Background: an optimization exercise with open tools, aiming at a short achievable clock period and few clock cycles. Do not read the settings as production practice. The RTL was checked by simulation tests, not by an equivalence proof against the original design.

==> run a <==
==> flow/design.v (excerpt) <==
module mips_core (
    input  logic                            clk,
    input  logic                            rst,
    input  logic [mips_pkg::XLEN-1:0]       imem_inst,
    output logic [mips_pkg::XLEN-1:0]       imem_addr,
    output logic                            wb_en,
    output logic [mips_pkg::REG_ADDR_W-1:0] wb_addr,
    output logic [mips_pkg::XLEN-1:0]       wb_data,
    output logic                            overflow,
    output logic                            syscall
);
    localparam int NBTB = 8;
    logic [31:2] pc;
    logic [NBTB-1:0] btb_v;
    logic [31:2]     btb_tag [NBTB];
    logic [31:2]     btb_tgt [NBTB];
    logic [$clog2(NBTB)-1:0] btb_ptr;
    logic        v_d;
    logic [31:0] ir;
    logic [31:2] pc_d, pcp4_d;
    logic        pred_d;       
    logic [31:0] rs_oh_d, rt_oh_d;
    logic        e_wen;        
    logic [4:0]  e_rd;
    logic        e_ovfchk, e_sys, e_beq, e_bne, e_jmp, e_sw;
    logic        e_sel_sum, e_sel_and, e_sel_or, e_sel_slt, e_sel_ld;
    logic        e_inv;        
    logic        e_fa, e_fb, e_fst;
    logic [31:0] e_a, e_b, e_st;
    logic        e_pred, e_btbhit;
    logic [31:2] e_alt, e_tgt, e_pc;
    logic        w_wen;
    logic [4:0]  w_rd;
    logic [31:0] w_data;
    logic        w_ovf, w_sys;
    logic [31:0] regs [1:31];
  ...
export LEC_CHECK = 0
export ABC_CLOCK_PERIOD_IN_PS = 3000
export CAP_MARGIN = 20
export CORE_MARGIN = 2
export CORE_UTILIZATION = 25
export PLACE_DENSITY = 0.4
export SETUP_SLACK_MARGIN = 5
export SLEW_MARGIN = 20
export TNS_END_PERCENT = 100
create_clock -name core_clock -period 10.0 [get_ports {clk}]
run.sh (not shown) runs the stock make flow with config.mk's settings and CLKGATE_MAP_FILE= SYNTH_SCRIPT=/design/flow/synth_recipe.tcl, a recipe that flattens the netlist after the stock synthesis.
==> inputs of run b, as changes to run a <==
--- a/flow/design.v
+++ b/flow/design.v
@@ -341,19 +341,24 @@
     logic [31:0] rs_oh_d, rt_oh_d;
     logic        e_wen;        
     logic [4:0]  e_rd;
     logic        e_ovfchk, e_sys, e_beq, e_bne, e_jmp, e_sw;
     logic        e_sel_sum, e_sel_and, e_sel_or, e_sel_slt, e_sel_ld;
     logic        e_inv;        
-    logic        e_fa, e_fb, e_fst;
+    logic        e_fa, e_fst;
+    logic        e_bw, e_bwn, e_be;   
     logic [31:0] e_a, e_b, e_st;
     logic        e_pred, e_btbhit;
     logic [31:2] e_alt, e_tgt, e_pc;
     logic        w_wen;
     logic [4:0]  w_rd;
-    logic [31:0] w_data;
+    logic [31:0] w_data, w_data_n;   
+    logic [31:1] w_we;               
+    logic [31:1] rv;                 
+    logic        ins_v;
+    logic [31:2] ins_pc, ins_tgt;
     logic        w_ovf, w_sys;
     logic [31:0] regs [1:31];
     logic [31:0] dmem [DMEM_WORDS];
     logic [31:2] pc_inc, pc_next;
     logic [NBTB-1:0] btb_hitv;
     logic        btb_hit;
@@ -403,39 +408,39 @@
     assign d_wen = (r_add || r_sub || r_and || r_or || r_slt || i_addi || i_lui || i_lw) &&
                    (dest != 5'd0);
     always_comb begin
         rs_rf = '0;
         rt_rf = '0;
         for (int k = 1; k < 32; k++) begin
-            rs_rf = rs_rf | ({32{rs_oh_d[k]}} & regs[k]);
-            rt_rf = rt_rf | ({32{rt_oh_d[k]}} & regs[k]);
+            rs_rf = rs_rf | ({32{rs_oh_d[k] && rv[k]}} & regs[k]);
+            rt_rf = rt_rf | ({32{rt_oh_d[k] && rv[k]}} & regs[k]);
         end
     end
     assign rs_val = (w_wen && w_rd == rs) ? w_data : rs_rf;
     assign rt_val = (w_wen && w_rd == rt) ? w_data : rt_rf;
     assign d_tgt        = pcp4_d + {{14{imm[15]}}, imm};
     assign j_tgt        = {pcp4_d[31:28], ir[25:0]};
     assign d_pred_taken = pred_d || i_j || ((i_beq || i_bne) && imm[15]);   
     assign d_redirect   = v_d && !pred_d && (i_j || ((i_beq || i_bne) && imm[15]));
     logic [31:0] a, b, st, sum, result, ld_data;
     logic        ovf, lt, eq, taken;
     logic [6:0]  ea;
     assign a   = e_fa  ? w_data : e_a;
-    assign b   = e_fb  ? (w_data ^ {32{e_inv}}) : e_b;
+    assign b   = ({32{e_bw}} & w_data) | ({32{e_bwn}} & w_data_n) | ({32{e_be}} & e_b);
     assign st  = e_fst ? w_data : e_st;
     assign sum = a + b + {31'd0, e_inv};
     assign ovf = (a[31] == b[31]) && (sum[31] != a[31]);
     assign lt  = sum[31] ^ ovf;   
     assign eq  = (a == b);
     assign ea      = a[6:0] + b[6:0];
     assign ld_data = dmem[ea[6:2]];
-    assign result = ({32{e_sel_sum}} & sum) |
-                    ({32{e_sel_and}} & (a & b)) |
+    logic [31:0] other;
+    assign other  = ({32{e_sel_and}} & (a & b)) |
                     ({32{e_sel_or}}  & (a | b)) |
-                    ({31'd0, e_sel_slt & lt}) |
                     ({32{e_sel_ld}}  & ld_data);
+    assign result = e_sel_sum ? sum : (other | {31'd0, e_sel_slt & lt});
     assign taken     = (e_beq && eq) || (e_bne && !eq);
     assign e_mispred = (e_beq || e_bne) && (taken != e_pred);
     always_comb begin
         if (e_mispred)
             pc_next = e_alt;
         else if (d_redirect)
@@ -465,12 +470,14 @@
             e_sw     <= 1'b0;
             w_wen    <= 1'b0;
             w_ovf    <= 1'b0;
             w_sys    <= 1'b0;
             btb_v    <= '0;
             btb_ptr  <= '0;
+            ins_v    <= 1'b0;
+            rv       <= '0;
         end else begin
             pc  <= pc_next;
             v_d <= !(e_mispred || d_redirect);
             e_wen    <= v_d && !e_mispred && d_wen;
             e_ovfchk <= v_d && !e_mispred && (r_add || r_sub || i_addi);
             e_sys    <= v_d && !e_mispred && r_sys;
@@ -478,16 +485,18 @@
             e_bne    <= v_d && !e_mispred && i_bne;
             e_jmp    <= v_d && !e_mispred && i_j;
             e_sw     <= v_d && !e_mispred && i_sw;
             w_wen <= e_wen;
             w_ovf <= e_ovfchk && ovf;
             w_sys <= e_sys;
-            if (!e_btbhit && (e_jmp || taken)) begin
+            ins_v <= !e_btbhit && (e_jmp || taken);
+            if (ins_v) begin
                 btb_v[btb_ptr] <= 1'b1;
                 btb_ptr        <= btb_ptr + 1'b1;
             end
+            rv <= rv | w_we;
         end
     end
     always_ff @(posedge clk) begin
         ir      <= imem_inst;
         pc_d    <= pc;
         pcp4_d  <= pc_inc;
@@ -499,13 +508,15 @@
         e_sel_and <= r_and;
         e_sel_or  <= r_or;
         e_sel_slt <= r_slt;
         e_sel_ld  <= i_lw;
         e_inv     <= r_sub || r_slt;
         e_fa      <= !i_lui && e_wen && (e_rd == rs);
-        e_fb      <= (is_r || i_beq || i_bne) && e_wen && (e_rd == rt);
+        e_bw      <= (is_r || i_beq || i_bne) && e_wen && (e_rd == rt) && !(r_sub || r_slt);
+        e_bwn     <= (is_r || i_beq || i_bne) && e_wen && (e_rd == rt) && (r_sub || r_slt);
+        e_be      <= !((is_r || i_beq || i_bne) && e_wen && (e_rd == rt));
         e_fst     <= i_sw && e_wen && (e_rd == rt);
         e_a       <= i_lui ? 32'd0 : rs_val;
         if (is_r || i_beq || i_bne)
             e_b <= (r_sub || r_slt) ? ~rt_val : rt_val;
         else if (i_lui)
             e_b <= {imm, 16'd0};
@@ -515,27 +526,29 @@
         e_pred    <= d_pred_taken;
         e_btbhit  <= pred_d;
         e_alt     <= d_pred_taken ? pcp4_d : d_tgt;
         e_tgt     <= i_j ? j_tgt : d_tgt;
         e_pc      <= pc_d;
         w_rd   <= e_rd;
-        w_data <= result;
+        w_data   <= result;
+        w_data_n <= ~result;
+        for (int k = 1; k < 32; k++)
+            w_we[k] <= e_wen && (e_rd == 5'(k));
         if (e_sw)
             dmem[ea[6:2]] <= st;
-        if (!e_btbhit && (e_jmp || taken)) begin
-            btb_tag[btb_ptr] <= e_pc;
-            btb_tgt[btb_ptr] <= e_tgt;
+        ins_pc  <= e_pc;
+        ins_tgt <= e_tgt;
+        if (ins_v) begin
+            btb_tag[btb_ptr] <= ins_pc;
+            btb_tgt[btb_ptr] <= ins_tgt;
         end
     end
-    always_ff @(posedge clk or posedge rst) begin
-        if (rst) begin
-            for (int k = 1; k < 32; k++)
-                regs[k] <= '0;
-        end else if (w_wen) begin
-            regs[w_rd] <= w_data;
-        end
+    always_ff @(posedge clk) begin
+        for (int k = 1; k < 32; k++)
+            if (w_we[k])
+                regs[k] <= w_data;
     end
     assign wb_en    = w_wen;
     assign wb_addr  = w_rd;
     assign wb_data  = w_data;
     assign overflow = w_ovf;
     assign syscall  = w_sys;
==> flow/flow/run.sh (new file) <==
#!/bin/bash
set -euo pipefail
cp standard.sh standard.sh.txt
export SETUP_SLACK_MARGIN=7
bash standard.sh > standard.log 2>&1
==> flow/standard.sh (new file) <==
#!/bin/bash
# synth_recipe.tcl (not shown) runs the flow's synth.tcl, then flattens the netlist and writes it again
# the make line also repeats each setting of config.mk as NAME=value (left out here)
make -C /OpenROAD-flow-scripts/flow DESIGN_CONFIG=/design/flow/config.mk WORK_HOME=/design/flow/orfs CLKGATE_MAP_FILE= SYNTH_SCRIPT=/design/flow/synth_recipe.tcl "${@:-finish}"
Settings changed: SETUP_SLACK_MARGIN 5 to not set.
removed: flow/run.sh
==> notes <==
- Against run b, the worst hold slack of run a is better by 3.6 ps.
- Of run b and run a, run b has the higher first-iteration DRC count (gap 25%, measured against run a).
- Against run a, the clock skew of run b is higher by 2.2 ps.
- Against run a, the design area of run b is larger by 9.7%.
- Against run a, the non-clock buffer count of run b is higher by 758.
- Area after synthesis: run a is higher than run b (2.9%).
Testbench counts of run a, summed over its fixed seeds: cycles 63,982.
Testbench counts of run b, summed over its fixed seeds: cycles 63,982.

[afterwards: timing with drivers on the ports]
No port has a modelled driver above. Below, the same layouts with a new extraction and two added sets of constraints.
Step 1 sets driving cells, clkbuf_16 on the clock port and buf_2 on the other inputs (assumed; they add their load-dependent delay and slew).
Step 2, shift: input delay + t, output delay - t, t = (earliest + latest rising clock arrival at the registers) / 2. This alone moves slack from input paths to output paths.
Three values: ideal ports, drivers, drivers and shift; two values: the first two.
run	t, ns	setup slack, ns	worst data-port slew with drivers (ns)
run a	1.051	5.062 / 4.953 / 5.062	0.17
run b	1.099	5.892 / 5.892 / 5.892	0.05
After both steps every run listed still meets setup and hold.
